Context: an optimization exercise on an open-source flow, tuned for small area, a short achievable clock period and few clock cycles per item. The choices shown serve that exercise and are no tape-out recipe. At most, simulation tests tie the RTL to the original design; equivalence was not proved. Function not checked in runs 2 and 3: the RTL went through the layout flow alone.

## flow/design.v (module list and top-level ports; edited modules follow where they fit)
// module pipelined_alu: 1170 lines
// module pipelined_alu_fa: 4 lines
// module pipelined_alu_ha: 4 lines
module pipelined_alu #(
   parameter int WIDTH   = 32,
   parameter int LATENCY = 2,
   parameter int TAG_W   = 8
) (
   input  logic             clk,
   input  logic             reset,
   input  logic             in_valid,
   output logic             in_ready,
   input  logic [WIDTH-1:0] op_a,
   input  logic [WIDTH-1:0] op_b,
   input  logic [3:0]       opcode,
   input  logic [TAG_W-1:0] in_tag,
   output logic             out_valid,
   input  logic             out_ready,
   output logic [WIDTH-1:0] result,
   output logic [TAG_W-1:0] out_tag,
   output logic             flag_z,
   output logic             flag_c,
   output logic             flag_v,
   output logic             err,
   output logic             busy
);
  // ...
==> flow/flow/run.sh <==
#!/bin/bash
# The standard layout, with the ports buffered by buf_2 cells instead of the delay-type
# buffer that buffer_ports picks by default.
set -euo pipefail
bash standard.sh "BUFFER_PORTS_ARGS=-buffer_cell sky130_fd_sc_hd__buf_2" finish > standard_make.log 2>&1
==> flow/standard.sh <==
#!/bin/bash
# synth_recipe.tcl (not shown) runs the flow's synth.tcl, then flattens the netlist and writes it again
# the make line also repeats each setting of config.mk as NAME=value (left out here)
make -C /OpenROAD-flow-scripts/flow DESIGN_CONFIG=/design/flow/config.mk WORK_HOME=/design/flow/orfs CLKGATE_MAP_FILE= SYNTH_SCRIPT=/design/flow/synth_recipe.tcl "${@:-finish}"
==> flow/config.mk <==
export PLATFORM = sky130hd
export DESIGN_NAME = pipelined_alu
export DESIGN_NICKNAME = pipelined_alu
export VERILOG_FILES = /design/flow/design.v
export SDC_FILE = /design/flow/constraint.sdc
export NUM_CORES = 4
export LEC_CHECK = 0
export CAP_MARGIN = 20
export CORE_MARGIN = 2
export CORE_UTILIZATION = 40
export SETUP_SLACK_MARGIN = 4.5
export SLEW_MARGIN = 20
export SYNTH_HIERARCHICAL = 1
==> flow/constraint.sdc <==
create_clock -name core_clock -period 10.0 [get_ports {clk}]
set_input_delay 2.0000 -clock core_clock [delete_from_list [all_inputs] [get_ports {clk}]]
set_output_delay 2.0000 -clock core_clock [all_outputs]
set_load 0.01 [all_outputs]
==> results.json, run 1 <==
{
  "crit_fanout": 8,
  "crit_end": "flag_v",
  "coreArea_um2": 54900,
  "pin_count": 127,
  "wl_met2_um": 33700,
  "synth_fa_ha_area_frac": 0.231,
  "top_layer": "met5",
  "cts.repair.resized": 3,
  "cp_data_arrival_time_ns": 3.42,
  "synth_ff_type": "edfxtp_1",
  "gp_congestion": 0.939,
  "initialDrtViolationCount": 1722,
  "startpoint": "x[20]",
  "vias": 17600,
  "buffer_area_frac": 0.0424,
  "drc": 0,
  "hp-start": "tag1[2]",
  "worst_slew_pin_slew_ns": 1.13,
  "drt-total-wl_um": 73300,
  "maxCapViolCount": 0,
  "setup_tns_ns": 0,
  "status": "finished clean"
}
Testbench counts, summed over its fixed seeds: cycles 16,016, items 16,000.
==> inputs of run 2 (changes only) <==
--- a/flow/design.v
+++ b/flow/design.v
@@ -50,53 +50,44 @@
       for (int i = 0; i < 32; i++) begin
          ma0[i]  = rsh ? op_a[31-i] ^ fill0 : op_a[i];
          ohot[i] = op_b[4:0] == 5'(i);
       end
    end
    assign bm0 = ({32{is_mul}} & op_b) | ({32{is_sh}} & ohot) | ({32{use_ab0}} & (op_b ^ {32{sub_m}}));
    logic [31:0] ma;
    logic [7:0]  tag1;
-   logic [15:0] one0, two0, neg0;
-   always_comb begin
-      for (int j = 0; j < 16; j++) begin
-         logic b0, b1, b2;
-         b0 = (j == 0) ? 1'b0 : bm0[2*j-1];
-         b1 = bm0[2*j];
-         b2 = bm0[2*j+1];
-         one0[j] = b1 ^ b0;
-         two0[j] = (b2 & !b1 & !b0) | (!b2 & b1 & b0);
-         neg0[j] = b2;
-      end
-   end
-   logic [15:0] d_one, d_two, d_neg;
-   logic use_ab1, cin1, s_sum1, s_rev1, s_g1, s_p1, s_slt1, s_sltu1, s_fl1, fill1, e1;
+   logic [3:0]  op1;
+   logic [31:0] bm;
+   logic fill1;
    always_ff @(posedge clk) begin
       if (adv) begin
-         ma <= ma0; d_one <= one0; d_two <= two0; d_neg <= neg0; tag1 <= in_tag;
-         use_ab1 <= use_ab0;
-         cin1 <= sub_m;
-         s_sum1 <= is_add | is_sub | is_mul | is_shl;
-         s_rev1 <= rsh;
-         s_g1 <= is_and | is_or;
-         s_p1 <= is_or | is_xor;
-         s_slt1 <= is_slt;
-         s_sltu1 <= is_sltu;
-         s_fl1 <= is_add | is_sub;
+         ma <= ma0; bm <= bm0; tag1 <= in_tag; op1 <= op;
          fill1 <= fill0;
-         e1 <= is_ill;
-      end
-   end
-   logic [31:0] bm;
-   always_comb begin
-      for (int j = 0; j < 16; j++) begin
-         bm[2*j+1] = d_neg[j];
-         bm[2*j]   = d_one[j] ^ ((j == 0) ? 1'b0 : d_neg[j-1]);
       end
    end
+   wire use_ab1 = op1 < 4'd5 || op1 == 4'd8 || op1 == 4'd9;
+   wire cin1 = op1 == 4'd1 || op1 == 4'd8 || op1 == 4'd9;
+   logic [15:0] d_one, d_two, d_neg;
+   pipelined_alu_be u_be0 (.b2(bm[1]), .b1(bm[0]), .b0(1'b0), .one(d_one[0]), .two(d_two[0]), .neg(d_neg[0]));
+   pipelined_alu_be u_be1 (.b2(bm[3]), .b1(bm[2]), .b0(bm[1]), .one(d_one[1]), .two(d_two[1]), .neg(d_neg[1]));
+   pipelined_alu_be u_be2 (.b2(bm[5]), .b1(bm[4]), .b0(bm[3]), .one(d_one[2]), .two(d_two[2]), .neg(d_neg[2]));
+   pipelined_alu_be u_be3 (.b2(bm[7]), .b1(bm[6]), .b0(bm[5]), .one(d_one[3]), .two(d_two[3]), .neg(d_neg[3]));
+   pipelined_alu_be u_be4 (.b2(bm[9]), .b1(bm[8]), .b0(bm[7]), .one(d_one[4]), .two(d_two[4]), .neg(d_neg[4]));
+   pipelined_alu_be u_be5 (.b2(bm[11]), .b1(bm[10]), .b0(bm[9]), .one(d_one[5]), .two(d_two[5]), .neg(d_neg[5]));
+   pipelined_alu_be u_be6 (.b2(bm[13]), .b1(bm[12]), .b0(bm[11]), .one(d_one[6]), .two(d_two[6]), .neg(d_neg[6]));
+   pipelined_alu_be u_be7 (.b2(bm[15]), .b1(bm[14]), .b0(bm[13]), .one(d_one[7]), .two(d_two[7]), .neg(d_neg[7]));
+   pipelined_alu_be u_be8 (.b2(bm[17]), .b1(bm[16]), .b0(bm[15]), .one(d_one[8]), .two(d_two[8]), .neg(d_neg[8]));
+   pipelined_alu_be u_be9 (.b2(bm[19]), .b1(bm[18]), .b0(bm[17]), .one(d_one[9]), .two(d_two[9]), .neg(d_neg[9]));
+   pipelined_alu_be u_be10 (.b2(bm[21]), .b1(bm[20]), .b0(bm[19]), .one(d_one[10]), .two(d_two[10]), .neg(d_neg[10]));
+   pipelined_alu_be u_be11 (.b2(bm[23]), .b1(bm[22]), .b0(bm[21]), .one(d_one[11]), .two(d_two[11]), .neg(d_neg[11]));
+   pipelined_alu_be u_be12 (.b2(bm[25]), .b1(bm[24]), .b0(bm[23]), .one(d_one[12]), .two(d_two[12]), .neg(d_neg[12]));
+   pipelined_alu_be u_be13 (.b2(bm[27]), .b1(bm[26]), .b0(bm[25]), .one(d_one[13]), .two(d_two[13]), .neg(d_neg[13]));
+   pipelined_alu_be u_be14 (.b2(bm[29]), .b1(bm[28]), .b0(bm[27]), .one(d_one[14]), .two(d_two[14]), .neg(d_neg[14]));
+   pipelined_alu_be u_be15 (.b2(bm[31]), .b1(bm[30]), .b0(bm[29]), .one(d_one[15]), .two(d_two[15]), .neg(d_neg[15]));
    wire bo0 = d_one[0];
    wire bt0 = d_two[0];
    wire bn0 = d_neg[0];
    wire pp0_0 = (bo0 & ma[0]) ^ bn0;
    wire pp0_1 = ((bo0 & ma[1]) | (bt0 & ma[0])) ^ bn0;
    wire pp0_2 = ((bo0 & ma[2]) | (bt0 & ma[1])) ^ bn0;
    wire pp0_3 = ((bo0 & ma[3]) | (bt0 & ma[2])) ^ bn0;
    wire pp0_4 = ((bo0 & ma[4]) | (bt0 & ma[3])) ^ bn0;
@@ -866,41 +857,43 @@
    wire [31:0] tx = {t31, fa224_c, fa223_c, fa222_c, fa221_c, fa220_c, fa219_c, fa218_c, fa217_c, fa216_c, fa215_c, fa214_c, fa213_c, fa212_c, fa211_c, fa210_c, fa209_c, fa208_c, fa207_c, fa206_c, fa205_c, fa204_c, fa203_c, fa202_c, fa201_c, fa200_c, fa199_c, fa198_c, fa197_c, bn1, pp0_1, pp0_0};
    wire [31:0] ty = {fa196_c, fa225_s, fa224_s, fa223_s, fa222_s, fa221_s, fa220_s, fa219_s, fa218_s, fa217_s, fa216_s, fa215_s, fa214_s, fa213_s, fa212_s, fa211_s, fa210_s, fa209_s, fa208_s, fa207_s, fa206_s, fa205_s, fa204_s, fa203_s, fa202_s, fa201_s, fa200_s, fa199_s, fa198_s, fa197_s, 1'b0, bn0};
    wire [31:0] x1 = use_ab1 ? ma : tx;
    wire [31:0] y1 = use_ab1 ? bm : ty;
    wire et1 = !use_ab1 & (fa225_c);
    logic [31:0] x, y;
    logic [7:0]  tag2;
    logic e31;
-   logic cin, s_sum, s_rev, s_g, s_p, s_slt, s_sltu, s_fl, fill, e;
+   logic [3:0]  op2;
+   logic cin, fill;
    always_ff @(posedge clk) begin
       if (adv) begin
          x <= x1; y <= y1; e31 <= et1; tag2 <= tag1;
          cin <= cin1;
-         s_sum <= s_sum1;
-         s_rev <= s_rev1;
-         s_g <= s_g1;
-         s_p <= s_p1;
-         s_slt <= s_slt1;
-         s_sltu <= s_sltu1;
-         s_fl <= s_fl1;
          fill <= fill1;
-         e <= e1;
+         op2 <= op1;
       end
    end
    always_ff @(posedge clk) begin
       if (!reset) begin
          v1 <= 1'b0;
          v2 <= 1'b0;
       end else if (adv) begin
          v1 <= in_valid;
          v2 <= v1;
       end
    end
+   wire s_sum = op2 == 4'd0 || op2 == 4'd1 || op2 == 4'd5 || op2 == 4'd10;
+   wire s_rev = op2 == 4'd6 || op2 == 4'd7;
+   wire s_g = op2 == 4'd2 || op2 == 4'd3;
+   wire s_p = op2 == 4'd3 || op2 == 4'd4;
+   wire s_slt = op2 == 4'd8;
+   wire s_sltu = op2 == 4'd9;
+   wire s_fl = op2 == 4'd0 || op2 == 4'd1;
+   wire e = op2 > 4'd10;
    logic [31:0] sum;
    logic cout;
    wire [31:0] xx = {x[31] ^ e31, x[30:0]};
    wire [31:0] ad_g0 = xx & y;
    wire [31:0] ad_p0 = xx ^ y;
    wire ad_n1_g = ad_g0[0] | (ad_p0[0] & cin);
    wire ad_n2_g = ad_g0[1] | (ad_p0[1] & ad_g0[0]);
    wire ad_n2_p = ad_p0[1] & ad_p0[0];
@@ -1171,8 +1164,13 @@
 module pipelined_alu_fa (input logic a, b, c, output logic s, co);
    assign s  = a ^ b ^ c;
    assign co = (a & b) | (c & (a ^ b));
 endmodule
 module pipelined_alu_ha (input logic a, b, output logic s, co);
    assign s  = a ^ b;
    assign co = a & b;
 endmodule
+module pipelined_alu_be (input logic b2, b1, b0, output logic one, two, neg);
+   assign one = b1 ^ b0;
+   assign two = (b2 & !b1 & !b0) | (!b2 & b1 & b0);
+   assign neg = b2;
+endmodule
==> run 2 against run 1 <==
- core utilization increased by 0.53 points
- worst hold slack worse by 0.0013 ns
- final cell count is 3.7% lower
- maximum frequency shrank 0.64%
- die area down 4.6%
- synthesized cell count down 5.0%
==> results.json, run 2 <==
{
  "status": "finished clean",
  "fmax_mhz": 183,
  "synthTopCellsByCount": "380 x xnor2_1, 300 x a22oi_1, 197 x fa_1",
  "drt-total-wl_um": 68600,
  "ys_ff_latch": 158,
  "pre_cts_ws_ns": 4.38,
  "grt-ovfl-total": 0,
  "hpwl_um": 48100,
  "gp_congestion": 0.914,
  "coreArea_um2": 52300,
  "cts_buffers": 17,
  "worst_slew_pin_slew_ns": 1.14,
  "rows": 84,
  "globalRouteTotalUtil": 0.253,
  "clk_latency_ns": 0.46,
  "drt-vias-per-instance": 6.08,
  "cts.sinks": 158,
  "yosysWarnings": 7,
  "yosysMostFrequentCell": "xnor2_1",
  "syn_to_final_growth_pct": 9.26,
  "yosys.area.top_type": "edfxtp_1",
  "synth_ff_type": "edfxtp_1",
  "drive_gt1_frac": 0.176,
  "crit_fanout": 7,
  "die_w_um": 234,
  "synth_cell_types": 81,
  "die_h_um": 234,
  "initial_utilization": 0.403,
  "initialDrtViolationCount": 1815,
  "wl_per_cell_um": 24.9,
  "grt_pass1_vias": 16600,
  "die_area_um2": 54600,
  "drtPass1Iterations": 7,
  "clock_tree.buffer_depth": 2,
  "finalMaxSlewViolations": 0,
  "cts_max_level": 4,
  "final-hold-violation-count": 0,
  "synth_simple_gate_area_frac": 0.0634,
  "cp_data_arrival_time_ns": 3.45,
  "antenna_found_initial": 3,
  "slew_headroom": 0.243,
  "async_reset_ff_frac": 0,
  "clock-root-buffer": "clkbuf_16",
  "final.period_utilization": 0.545,
  "cts_tree": "built",
  "worst_slack_ns": 4.55,
  "ctsHoldBuffers": 0,
  "synth_compound_area_frac": 0.194,
  "ys_seq_area_frac": 0.224,
  "yosys-top-cells-area": "edfxtp_1 22%, fa_1 19%, xnor2_1 16%",
  "synth_area_um2": 21100,
  "setup_viol": 0,
  "final_common_cell": "xnor2_1",
  "syn_avg_cell_area_um2": 10.2,
  "io_buffers": 126,
  "grt_max_degree": 72,
  "synth_edf_count": 156,
  "pin_count": 127,
  "synthCells": 2073,
  "maxCapViolCount": 0,
  "start_kind": "register",
  "endpoint_kind": "primary output",
  "critPathKind": "register to primary output",
  "synth_xor_area_frac": 0.183,
  "final_net_count": 2423,
  "antenna_left": 0,
  "rsz0062_at_grt": "yes",
  "clock_skew_ns": 0.0184,
  "clkTransAtPathRegs_ns": 0.07,
  "vias": 16800,
  "setup_tns_ns": 0,
  "post-route-min-period_ns": 5.45,
  "drc": 0,
  "synth_mux_area_frac": 0.0365,
  "hp-class": "register to register",
  "synth_fa_ha_area_frac": 0.242,
  "yosysTopAreaCellShare": 0.222,
  "grt_pass1_wl_um": 104000,
  "final_cell_mix": "379 x xnor2_1, 300 x a22oi_1, 196 x fa_1",
  "synth_top_family_by_area": "adder cells",
  "utilization": 0.440,
  "cp.required_ns": 8.00
}
## run 2: cell count changes after synthesis, sizes merged, moves of 6 or more
cell,before,now
a21o,8,18
a21oi,63,36
a221o,10,1
a31oi,6,0
a32oi,0,9
edfxtp,182,156
inv,84,69
mux2,47,63
nand2,109,96
nor2,49,35
o21ai,111,96
xor2,67,52
## run 2: cell type report
| cell class | instances | area (µm²) |
|---|---|---|
| flip-flops and latches | 158 | 4720 |
| multi-input cells | 1618 | 15500 |
| clock inverters | 15 | 171 |
| repair buffers | 189 | 1140 |
| diodes | 1 | 2.50 |
| clock buffers | 17 | 425 |
| well taps | 688 | 861 |
| inverters | 69 | 259 |
| fillers | 4968 | 29300 |
## run 2: modules after synthesis, one instance, submodules excluded
module            flip-flops and latches  copies in the design  cells inside
pipelined_alu                        158                     1          1768
pipelined_alu_be                       0                    16             5
pipelined_alu_fa                       0                   196             1
pipelined_alu_ha                       0                    29             1
## run 2: per-stage QoR
step           instance area (µm²)  hold slack (ns)  instances
4_1_cts                      22800            0.422       2746
5_1_grt                      23000            0.430       2754
6_report                     23000            0.420       2755
3_5_place_dp                 22100            0.405       2707
3_3_place_gp                 22100            0.401       2706
2_1_floorplan                21100            0.400       2075
## run 2: worst paths after layout
check / from / to / slack (ns) / cells past startpoint
worst min register to register: tag1[1] / tag2[1] / 0.42 / 0
worst max-delay path: y[1] / result[28] / 4.55 / 11
worst min-delay path: tag1[1] / tag2[1] / 0.42 / 0
worst max register to register: bm[23] / y[29] / 4.69 / 9
## run 2: repair_timing
item | CTS | global route
setup endpoints to repair | 28 | 27
buffers inserted | 7 | 6
pin swaps | 6 | 17
resized for setup | 17 | 33
## run 2: cell families after synthesis
logic type | Yosys count
adder cells (fa/ha/maj) | 290
XOR/XNOR | 435
AO/OA/AOI/OAI | 555
AND/OR/NAND/NOR | 266
other | 1
buffers and inverters | 299
multiplexers | 69
flip-flops | 158
## run 2: critical path, stage by stage (launching register included)
cell and delay, ns:
edfxtp_1 0.41, ha_1 0.37, o21ai_0 0.41, o21ai_2 0.17, a32oi_2 0.32, o21ai_4 0.18, buf_4 0.17, a221oi_2 0.31
nor3_1 0.08, a221oi_1 0.22, o21ai_0 0.17, buf_2 0.17
## run 2: metal layers
layer,vias up,share of wire,GRT usage
met5,-,0.00019,0
met4,2,0.041,0.107
met3,166,0.082,0.0437
met2,877,0.46,0.403
met1,8388,0.42,0.339
li1,7322,-,-
==> inputs of run 3 (changes only) <==
==> flow/flow/run.sh (replaced) <==
#!/bin/bash
# The standard layout, with the ports buffered by buf_1 cells instead of the delay-type
# buffer that buffer_ports picks by default.
set -euo pipefail
bash standard.sh "BUFFER_PORTS_ARGS=-buffer_cell sky130_fd_sc_hd__buf_1" finish > standard_make.log 2>&1
==> run 3 against run 2 <==
- synthesized cell count is the same
- sequential share of layout area grew 0.23 points
- via count shrank 0.35%
- critical endpoint is now result[17]
- routed wire length shrank 1.4%
==> results.json, run 3 <==
{
  "ys_ff_latch": 158,
  "drtPass1Iterations": 9,
  "ys_seq_area_frac": 0.224,
  "grt-ovfl-total": 0,
  "final_area_um2": 22800,
  "io_buffers": 126,
  "yosys-top-cells-area": "edfxtp_1 22%, fa_1 19%, xnor2_1 16%",
  "postPlaceCellArea_um2": 21900,
  "synthTopCellsByCount": "380 x xnor2_1, 300 x a22oi_1, 197 x fa_1",
  "grt_pass1_wl_um": 102000,
  "diodes": 0,
  "setup_tns_ns": 0,
  "status": "finished clean",
  "clk_latency_ns": 0.46,
  "fill_cells": 4997,
  "synth_ff_type": "edfxtp_1",
  "die_w_um": 234,
  "slew_headroom": 0.242,
  "cts_max_level": 4,
  "wl_per_cell_um": 24.6,
  "crit_fanout": 4,
  "start_kind": "register",
  "cts_tree": "built",
  "ctsHoldBuffers": 0,
  "clkTransAtPathRegs_ns": 0.07,
  "ff_latch_area_um2": 4720,
  "setup_viol": 0,
  "crit_path_cell_trace": "inv_1 -> fa_2 -> and2b_2 -> o31ai_4 -> a2111oi_4 -> buf_4 -> or2_1 -> a41oi_2 -> xnor2_2 -> a222oi_1 -> o21ai_1 -> buf_1",
  "die_area_um2": 54600,
  "synth_cell_types": 81,
  "grt_max_degree": 73,
  "globalRouteTotalUtil": 0.248,
  "vias": 16700,
  "rsz0062_at_grt": "yes",
  "maxCapViolCount": 0,
  "clock_skew_ns": 0.0153,
  "drc": 0,
  "crit_slowest_cell": "fa_2",
  "antenna_found_initial": 2,
  "drive_gt1_frac": 0.108,
  "max_stage_delay_ns": 0.42,
  "fmax_mhz": 185,
  "final_cell_mix": "378 x xnor2_1, 300 x a22oi_1, 196 x fa_1",
  "initial_utilization": 0.403,
  "fin_cells": 2749,
  "yosysWarnings": 7,
  "coreArea_um2": 52300,
  "critPathKind": "register to primary output",
  "rows": 84,
  "final_net_count": 2418,
  "hp-class": "register to register",
  "yosys.area.top_type": "edfxtp_1",
  "antenna_left": 0,
  "synthCells": 2073,
  "yosysMostFrequentCell": "xnor2_1",
  "cts.sinks": 158,
  "gp_congestion": 0.954,
  "worst_slew_pin_slew_ns": 1.14,
  "final.period_utilization": 0.539,
  "syn_to_final_growth_pct": 8.08,
  "syn_avg_cell_area_um2": 10.2,
  "finalMaxSlewViolations": 0,
  "yosysTopAreaCellShare": 0.222,
  "die_h_um": 234,
  "final-hold-violation-count": 0,
  "dpl.cell_count": 2707,
  "synth_area_um2": 21100,
  "synth_edf_count": 156,
  "grt_pass1_vias": 16500,
  "cp_data_arrival_time_ns": 3.39,
  "clock_tree.buffer_depth": 2,
  "cts_buffers": 17,
  "async_reset_ff_frac": 0,
  "final_common_cell": "xnor2_1",
  "initialDrtViolationCount": 1690,
  "endpoint_kind": "primary output",
  "cp.required_ns": 8.00,
  "multiInputGateArea_um2": 15400,
  "hpwl_um": 48300,
  "post-route-min-period_ns": 5.39,
  "drt-vias-per-instance": 6.07,
  "pin_count": 127,
  "clock-root-buffer": "clkbuf_16",
  "drt-total-wl_um": 67600
}
## run 3: cell counts after synthesis
No cell type changed its count.
## run 3: timing repair
item                                    CTS  global route
gates resized for setup                   7            31
pin swaps                                 1            10
endpoints found under the setup margin   12            28
hold endpoints to repair                  0             0
buffers inserted                          3             5
## run 3: area by class of cell
class,count,area share
Sequential cell,158,0.207
Inverter,69,0.0114
Clock buffer,18,0.0188
Clock inverter,14,0.00774
Multi-Input combinational cell,1618,0.676
Timing Repair Buffer,184,0.0411
Tap cell,688,0.0378
## run 3: cells by family (layout without fill, tap and decap cells)
family | after synthesis | count (layout) | share of synthesized area
xor+xnor | 435 | 435 | 0.183
compound gates | 555 | 555 | 0.194
flops | 158 | 158 | 0.224
simple gates | 266 | 266 | 0.0634
mux | 69 | 69 | 0.0365
other cells | 1 | 3 | 0.000178
buf+inv | 299 | 285 | 0.0573
fa+ha+maj | 290 | 290 | 0.242
## run 3: per-module statistics from Yosys (local to each module, per instance)
| module | cells | area (µm²) | times used | flops+latches |
|---|---|---|---|---|
| pipelined_alu_ha | 1 | 12.5 | 29 | 0 |
| pipelined_alu_be | 5 | 38.8 | 16 | 0 |
| pipelined_alu_fa | 1 | 20.0 | 196 | 0 |
| pipelined_alu | 1768 | 16200 | 1 | 158 |
## run 3: final timing paths
check / from / slack (ns) / end / cells past startpoint
hold / removal: tag1[4] / 0.42 / tag2[4] / 0
hold reg to reg: tag1[4] / 0.42 / tag2[4] / 0
setup / recovery: cin / 4.61 / result[17] / 12
setup reg to reg: bm[5] / 4.68 / y[29] / 13
## run 3: critical path, delay by kind of cell (launching register included)
kind                     cells  cell delay (ns)
AO/OA/AOI/OAI                5             1.09
flip-flops                   1             0.38
buffers and inverters        3             0.43
XOR/XNOR                     1             0.20
AND/OR/NAND/NOR              2             0.42
adder cells (fa/ha/maj)      1             0.42
## run 3: metal layers
layer | share of wire | wire [µm] | track usage
met3 | 0.073 | 4950 | 0.0365
met1 | 0.42 | 28500 | 0.333
met5 | 0.00027 | 18 | 0
met2 | 0.47 | 31600 | 0.400
met4 | 0.038 | 2580 | 0.104
## run 3: metrics by stage
step                      utilization  worst slack [ns]  hold WS [ns]
after floorplan                     -              4.84         0.400
after global placement          0.418              4.75         0.401
after detailed placement        0.419              4.68         0.405
after CTS                       0.431              4.51         0.422
after global routing            0.435              4.47         0.436
final                           0.435              4.61         0.420

[static timing again, ports no longer ideal]
How much do the figures lean on ideal ports? The routed layouts below were timed once more, with nothing changed but the port constraints. Step 1, drivers: a clkbuf_16 drives clk and a buf_2 each remaining input, both assumed. Step 2, shift: input delay + t, output delay - t, t = (earliest + latest rising clock arrival at the registers) / 2. This alone moves slack from input paths to output paths. Slacks: ideal ports / drivers / drivers and shift; pairs: ideal ports / drivers.
run | shift t [ns] | setup WS [ns] | worst hold slack (ns) | worst data-port slew with drivers (ns)
run 1 | 0.520 | 4.581 / 4.526 / 5.009 | 0.421 / 0.421 / 0.421 | 0.04
run 2 | 0.512 | 4.546 / 4.488 / 4.686 | 0.420 / 0.420 / 0.420 | 0.05
run 3 | 0.512 | 4.605 / 4.548 / 4.681 | 0.420 / 0.420 / 0.420 | 0.05
After both steps every run listed still meets setup and hold.
